From an optimization exercise on the open Yosys and OpenROAD flow, aimed at small area; shortcuts taken in it are not production practice. The RTL was checked by simulation tests, not by an equivalence proof against the original design. Power is estimated from default activity; no workload was simulated.

==> design/flow/config.mk <==
export PLATFORM = sky130hd
export DESIGN_NAME = tunnel_wall_gen
export DESIGN_NICKNAME = tunnel_wall_gen
export VERILOG_FILES = /design/flow/design.v
export SDC_FILE = /design/flow/constraint.sdc
export NUM_CORES = 4
export LEC_CHECK = 0
export CAP_MARGIN = 20
export CORE_MARGIN = 2
export CORE_UTILIZATION = 40
export SLEW_MARGIN = 20
==> design/flow/run.sh <==
#!/bin/bash
# synth_recipe.tcl (not shown) runs the flow's synth.tcl, then flattens the netlist and writes it again
# the make line also repeats each setting of config.mk as NAME=value (left out here)
make -C /OpenROAD-flow-scripts/flow DESIGN_CONFIG=/design/flow/config.mk WORK_HOME=/design/flow/orfs CLKGATE_MAP_FILE= SYNTH_SCRIPT=/design/flow/synth_recipe.tcl finish
==> design/flow/design.v <==
`default_nettype none
package tunnel_pkg;
    localparam int NUM_ROWS = 120;
    localparam int NUM_COLS = 160;
    localparam logic [1:0] WALL_GAP   = 2'b00;
    localparam logic [1:0] WALL_LEFT  = 2'b01;
    localparam logic [1:0] WALL_RIGHT = 2'b10;
    localparam logic [1:0] WALL_EDGE  = 2'b11;
    typedef enum logic [1:0] {
        ST_INIT = 2'd0,
        ST_IDLE = 2'd1,
        ST_GEN  = 2'd2
    } state_e;
    function automatic logic [1:0] wall_code(input logic [7:0] ccol,
                                             input logic [7:0] left,
                                             input logic [7:0] right);
        logic [1:0] code;
        code = WALL_GAP;
        if ((ccol == left) || (ccol == right)) begin
            code = WALL_EDGE;
        end else if (ccol < left) begin
            code = WALL_LEFT;
        end else if (ccol > right) begin
            code = WALL_RIGHT;
        end
        wall_code = code;
    endfunction
endpackage
`default_nettype wire
`default_nettype none
module tunnel_row_ram #(
    parameter int DEPTH  = 128,
    parameter int ADDR_W = 7,
    parameter int DATA_W = 16
) (
    input  logic              clk_i,
    input  logic              we_i,
    input  logic [ADDR_W-1:0] waddr_i,
    input  logic [DATA_W-1:0] wdata_i,
    input  logic [ADDR_W-1:0] raddr_i,
    output logic [DATA_W-1:0] rdata_o
);
    logic [DATA_W-1:0] mem_q [DEPTH];
    logic [DATA_W-1:0] rdata_q;
    always_ff @(posedge clk_i) begin
        if (we_i) begin
            mem_q[waddr_i] <= wdata_i;
        end
        rdata_q <= mem_q[raddr_i];
    end
    assign rdata_o = rdata_q;
endmodule
`default_nettype wire
`default_nettype none
import tunnel_pkg::*;
module tunnel_wall_gen #(
    parameter int ROWS         = tunnel_pkg::NUM_ROWS,
    parameter int COLS         = tunnel_pkg::NUM_COLS,
    parameter int INIT_WIDTH   = 64,
    parameter int MIN_GAP      = 24,
    parameter int SHRINK_EVERY = 16,
    parameter int PROBE_ROW    = 110
) (
    input  logic       clock,
    input  logic       rst,
    input  logic [9:0] Pixel_row,
    input  logic [9:0] Pixel_column,
    input  logic       run,
    input  logic [1:0] speed,
    input  logic [7:0] randomized_value,
    output logic [1:0] wall,
    output logic [7:0] probe_left,
    output logic [7:0] probe_right,
    output logic       ready
);
    localparam logic [7:0] INIT_L     = 8'(COLS / 2 - INIT_WIDTH / 2);
    localparam logic [7:0] INIT_R     = 8'(COLS / 2 + INIT_WIDTH / 2 - 1);
    localparam logic [8:0] R_MAX      = 9'(COLS - 2);
    localparam logic [7:0] EDGE_SUM   = 8'(COLS - 1);
    localparam logic [7:0] W_INIT     = 8'(INIT_WIDTH);
    localparam logic [7:0] W_MIN      = 8'(MIN_GAP);
    localparam int         SC_W       = (SHRINK_EVERY > 1) ? $clog2(SHRINK_EVERY) : 1;
    localparam logic [SC_W-1:0] SC_LAST = SC_W'(SHRINK_EVERY - 1);
    localparam logic [9:0] LAST_ROW   = 10'(ROWS * 4 - 1);
    localparam logic [9:0] LAST_COL   = 10'(COLS * 4 - 1);
    localparam logic [7:0] PROBE_CROW = 8'(PROBE_ROW);
    tunnel_pkg::state_e state_q;
    logic [6:0]      head_q;
    logic [6:0]      init_cnt_q;
    logic [2:0]      frame_cnt_q;
    logic [SC_W-1:0] scroll_cnt_q;
    logic [7:0]      width_q;
    logic [7:0]      top_l_q;
    logic [7:0]      top_r_q;
    logic            ready_q;
    logic [7:0]      ccol_q;
    logic            probe_hit_q;
    logic [1:0]      wall_q;
    logic [7:0]      probe_l_q;
    logic [7:0]      probe_r_q;
    logic [7:0]      w_crow;
    logic [7:0]      w_ccol;
    logic            w_frame_end;
    logic [2:0]      w_frame_lim;
    logic [6:0]      w_rd_addr;
    logic [15:0]     w_rd_data;
    logic [7:0]      w_rd_l;
    logic [7:0]      w_rd_r;
    logic [8:0]      w_l_sum;
    logic [8:0]      w_r_sum;
    logic [7:0]      new_l_d;
    logic [7:0]      new_r_d;
    logic            w_we;
    logic [6:0]      w_waddr;
    logic [15:0]     w_wdata;
    logic            w_unused;
    assign w_crow      = Pixel_row[9:2];
    assign w_ccol      = Pixel_column[9:2];
    assign w_frame_end = (Pixel_row == LAST_ROW) && (Pixel_column == LAST_COL);
    assign w_frame_lim = 3'd7 >> speed;
    assign w_rd_addr   = head_q + w_crow[6:0];
    assign w_rd_l      = w_rd_data[15:8];
    assign w_rd_r      = w_rd_data[7:0];
    assign w_unused    = ^{w_crow[7], randomized_value[7:2]};
    always_comb begin
        w_l_sum = {1'b0, top_l_q};
        case (randomized_value[1:0])
            2'b00:   w_l_sum = {1'b0, top_l_q} - 9'd1;
            2'b11:   w_l_sum = {1'b0, top_l_q} + 9'd1;
            default: w_l_sum = {1'b0, top_l_q};
        endcase
        new_l_d = w_l_sum[7:0];
        if (w_l_sum == 9'd0) begin
            new_l_d = 8'd1;
        end
        w_r_sum = {1'b0, new_l_d} + {1'b0, width_q} - 9'd1;
        new_r_d = w_r_sum[7:0];
        if (w_r_sum > R_MAX) begin
            new_r_d = R_MAX[7:0];
            new_l_d = EDGE_SUM - width_q;
        end
    end
    always_comb begin
        w_we    = 1'b0;
        w_waddr = init_cnt_q;
        w_wdata = {INIT_L, INIT_R};
        case (state_q)
            ST_INIT: begin
                w_we = 1'b1;
            end
            ST_GEN: begin
                w_we    = 1'b1;
                w_waddr = head_q - 7'd1;
                w_wdata = {new_l_d, new_r_d};
            end
            default: begin
                w_we = 1'b0;
            end
        endcase
    end
    tunnel_row_ram #(
        .DEPTH  (128),
        .ADDR_W (7),
        .DATA_W (16)
    ) u_row_ram (
        .clk_i   (clock),
        .we_i    (w_we),
        .waddr_i (w_waddr),
        .wdata_i (w_wdata),
        .raddr_i (w_rd_addr),
        .rdata_o (w_rd_data)
    );
    always_ff @(posedge clock) begin
        if (rst) begin
            state_q      <= ST_INIT;
            head_q       <= 7'd0;
            init_cnt_q   <= 7'd0;
            frame_cnt_q  <= 3'd0;
            scroll_cnt_q <= '0;
            width_q      <= W_INIT;
            top_l_q      <= INIT_L;
            top_r_q      <= INIT_R;
            ready_q      <= 1'b0;
        end else begin
            case (state_q)
                ST_INIT: begin
                    init_cnt_q <= init_cnt_q + 7'd1;
                    if (init_cnt_q == 7'd127) begin
                        state_q <= ST_IDLE;
                        ready_q <= 1'b1;
                    end
                end
                ST_IDLE: begin
                    if (w_frame_end && run) begin
                        if (frame_cnt_q >= w_frame_lim) begin
                            frame_cnt_q <= 3'd0;
                            state_q     <= ST_GEN;
                        end else begin
                            frame_cnt_q <= frame_cnt_q + 3'd1;
                        end
                    end
                end
                ST_GEN: begin
                    head_q  <= head_q - 7'd1;
                    top_l_q <= new_l_d;
                    top_r_q <= new_r_d;
                    state_q <= ST_IDLE;
                    if (scroll_cnt_q == SC_LAST) begin
                        scroll_cnt_q <= '0;
                        width_q      <= (width_q >= W_MIN + 8'd2) ? width_q - 8'd2 : W_MIN;
                    end else begin
                        scroll_cnt_q <= scroll_cnt_q + 1'b1;
                    end
                end
                default: begin
                    state_q <= ST_INIT;
                end
            endcase
        end
    end
    always_ff @(posedge clock) begin
        if (rst) begin
            ccol_q      <= 8'd0;
            probe_hit_q <= 1'b0;
            wall_q      <= WALL_GAP;
            probe_l_q   <= INIT_L;
            probe_r_q   <= INIT_R;
        end else begin
            ccol_q      <= w_ccol;
            probe_hit_q <= (w_crow == PROBE_CROW) && (w_ccol == 8'd0);
            wall_q      <= ready_q ? tunnel_pkg::wall_code(ccol_q, w_rd_l, w_rd_r) : WALL_GAP;
            if (ready_q && probe_hit_q) begin
                probe_l_q <= w_rd_l;
                probe_r_q <= w_rd_r;
            end
        end
    end
    assign wall        = wall_q;
    assign probe_left  = probe_l_q;
    assign probe_right = probe_r_q;
    assign ready       = ready_q;
endmodule
`default_nettype wire
==> design/flow/constraint.sdc <==
create_clock -name core_clock -period 8.0 [get_ports {clock}]
set_input_delay 1.6000 -clock core_clock [delete_from_list [all_inputs] [get_ports {clock}]]
set_output_delay 1.6000 -clock core_clock [all_outputs]
set_load 0.01 [all_outputs]
==> results.cfg <==
[outcome]
status = finished clean

[synthesis]
synthTopCellsByArea = edfxtp_1, mux4_2, dfxtp_1
synth_top_cell_by_area = edfxtp_1
synth_xor_area_share_pct = 0.460
synthMuxAreaShare_pct = 17.4
avgSynthCellArea_sq_um = 21.9
yosys_warnings = 2
synth_nets = 3899
synthCells = 3809
synthAdderAreaFrac_pct = 0.883
ys_types = 64
synth_top_family_by_area = multiplexers
ys.flop_type = edfxtp_1
ys_async_sr_fraction_pct = 0
synth_area_sq_um = 83300
ys_ff_latch = 2130
synth_compound_area_share_pct = 1.76
yosysMostFrequentCell = edfxtp_1
synth_edf_count = 2048
netlist.area_leader.share_pct = 73.8
seq_area_frac_synth_pct = 75.8
synth_commonest_cells = edfxtp_1, mux4_2, nor2_1
synth-simple-area-share_pct = 2.35

[final_layout]
drive_above_1_share_pct = 28.1
syn2layout_area_growth_pct = 14.7
nFillCells = 17000
seq_area_sq_um = 63100
fin_nets = 4188
multi_input_area_sq_um = 19200

[routing]
post-route-drc-count = 0
vias = 39700
drt-initial-drc-count = 4031
ant_nets = 0
drt-total-wl_microns = 202000
via_per_inst = 5.61
first_pass_iters = 7
wl_per_cell_microns = 28.6

[clock_network]
cts_resized = 0
cts_post_setup_buffers_inserted = 0
clockBufferDepth = 3
cts-root-buf = clkbuf_16
holdBufCountCts = 0
numCtsBuffers = 214
cts_tree = built
clk_pin_slew_ns = 0.06
clock_latency_ns = 0.86
cts_sinks = 2130
cts_max_level = 4

[die]
ios = 52
chipHeight_microns = 460
die_x_microns = 460
core-area_sq_um = 207000
initial_core_util_pct = 40.2
die-area_sq_um = 212000
fp-row-count = 167

[pwr]
pwr-share-comb_pct = 4.0
swShare_pct = 21.2
clkPwrFrac_pct = 42.9
p_switching_mw = 4.83
power-per-cell-area_nw_per_um2 = 238
leakagePower_nw = 30.9
ir_drop_mv = 0.200
internal_power_mw = 17.9
pwr-share-seq_pct = 53.1

[timing]
skew_ns = 0.0560
drv_slew = 0
clock.fmax_mhz = 151
holdWs_ns = 0.460
setup_viol = 0
worst_pin_slew_ns = 1.14
relSlewSlack_pct = 23.4
period_needed_ns = 6.64
period_share_pct = 83.0
rsz0062_at_grt = false
hold_viol_final = 0
finalWorstSetupSlack_ns = 1.36

[flow_run]
cap_viol_max_count = 0

[setup_path]
end_kind = flip-flop
crit_fanout = 129
crit_type = in -> reg
cp-start-kind = input port
cp.required_ns = 8.41
cp.arrival_ns = 7.05

[global_route]
grtUsageTotal_pct = 19.1
grt_max_degree = 129
grt-ovfl-total = 0
grt_pass1_vias = 40000
antenna_found_initial = 6
grt_pass1_wl_microns = 291000

[placement]
dp_slack_ns = 0.586
routabilityCongestion = 0.814
detailed_place_hpwl_microns = 116000
numPortBuffers = 45

[min_path]
hold_class = reg -> reg
[cells in the final DEF, fill, tap and decap left out, drive strengths merged, types with 6 or more instances in the layout]
cell type         n
a211o             8
o211ai           38
xnor2            23
inv              65
xor2             19
dfxtp            82
bufinv           17
ha               54
buf             223
nand2           115
mux4            608
a311oi           17
nor3             20
nor2            192
a31oi             6
o21ai            27
nand3            15
clkbuf          263
a21oi            37
edfxtp         2048
mux2i            37
clkdlybuf4s50    44
nor2b            13
nand4             9
a211oi            6
clkinv          101
nand2b            9
mux2             37
o22ai            48
nand3b           13
a21o              7
or2              17
[critical path, stage by stage]
cell and delay, ns:
clkdlybuf4s50_1 0.46, ha_1 0.33, inv_1 0.24, ha_1 0.41
nand2b_1 0.12, a2111oi_0 0.43, nor3_1 0.19, nand4_1 0.14
nor3_1 0.06, o211ai_1 0.17, nand2_1 0.16, ha_1 0.28
fa_1 0.48, a211oi_1 0.31, o21ai_0 0.13, o21ai_0 0.11
xor2_1 0.27, o21ai_1 0.11, buf_4 0.22, nor2_1 0.30
nand2_4 0.09, buf_12 0.19
[kinds of logic (layout without fill, tap and decap cells)]
group | Yosys count | in the layout
AOI/OAI and AO/OA | 216 | 216
xor gates and xnor gates | 42 | 42
adders and majority gates | 57 | 57
buffers and inverters | 249 | 717
DFF | 2130 | 2130
muxes | 682 | 682
other | 0 | 4
and+or+nand+nor | 433 | 433
[routing by layer]
layer / vias to the layer above / global-route usage [%] / wire length (microns)
li1: 16600 / - / -
met1: 21500 / 26.7 / 85200
met2: 1297 / 30.5 / 97600
met3: 282 / 3.75 / 13900
met4: 0 / 5.76 / 5700
met5: - / 0 / 0
[power groups by stage]
stage                     registers, mW  clock network, mW  logic (mW)
after floorplan                    12.3                  0       0.605
after global placement             12.3                  0       0.926
after detailed placement           12.3                  0       0.922
after CTS                          12.1               9.98       0.925
after global routing               12.1               10.4       0.970
final                              12.1               9.77       0.913
[sequential cells by signal (all words and copies together), names as in the netlist, 3 cells and up]
register and flops:
head_q 7, probe_r_q 8, scroll_cnt_q 4, top_l_q 8, u_row_ram.mem_q 2048, width_q 7, probe_l_q 8, frame_cnt_q 3
ccol_q 8, init_cnt_q 7, u_row_ram.rdata_q 16
[through the flow]
step	utilization (%)	TNS, ns	total power [mW]	std cells	instance area (sq um)
finish	46.2	0	22.8	7069	95600
floorplan	-	-48.91	12.9	3809	83300
CTS	46.2	0	23.0	7065	95600
global placement	42.8	0	13.2	6670	88700
detailed placement	42.8	0	13.2	6670	88700
global route	46.2	0	23.5	7066	95600
[layout make-up]
cell class | count | share of cell area (%)
multi-input cells | 1430 | 20.1
clock buffers | 263 | 5.79
well taps | 2788 | 3.65
repair buffers | 267 | 2.77
flip-flops and latches | 2130 | 66.1
diodes | 4 | 0.0105
clock inverters | 132 | 1.40
inverters | 55 | 0.216
[final timing paths]
kind                                          start                 endpoint  slack, ns  cells after the start
worst max-delay path            randomized_value[1]  u_row_ram.mem_q[116][3]       1.36                     22
worst min-delay path                   probe_r_q[1]             probe_r_q[1]       0.46                      1
worst max register to register           top_l_q[0]  u_row_ram.mem_q[116][3]       2.45                     20
worst min register to register         probe_r_q[1]             probe_r_q[1]       0.46                      1

[port drivers added, routing unchanged]
The flow's constraints put no driver on any port. The routed layout listed below was extracted and timed again, unchanged, in two steps.
Step 1, drivers: a clkbuf_16 drives clock and a buf_2 each remaining input, both assumed.
Step 2 adds t to the input delays and takes it off the output delays; t is the mean of the earliest and latest rising clock arrival at the registers after step 1. Input paths then give back, and output paths get back, about the clock's delay inside the block.
Slacks: ideal ports / drivers / drivers and shift; pairs: ideal ports / drivers.
t (ns): 0.920
setup slack, ns: 1.364 / 1.415 / 0.495
worst setup path at the end: input to register
worst register clock-pin slew, ns: 0.07 / 0.07
After both steps setup and hold are still met in this run. For this run, drivers alone change the setup slack by +0.051 ns; drivers and shift together by -0.869 ns.
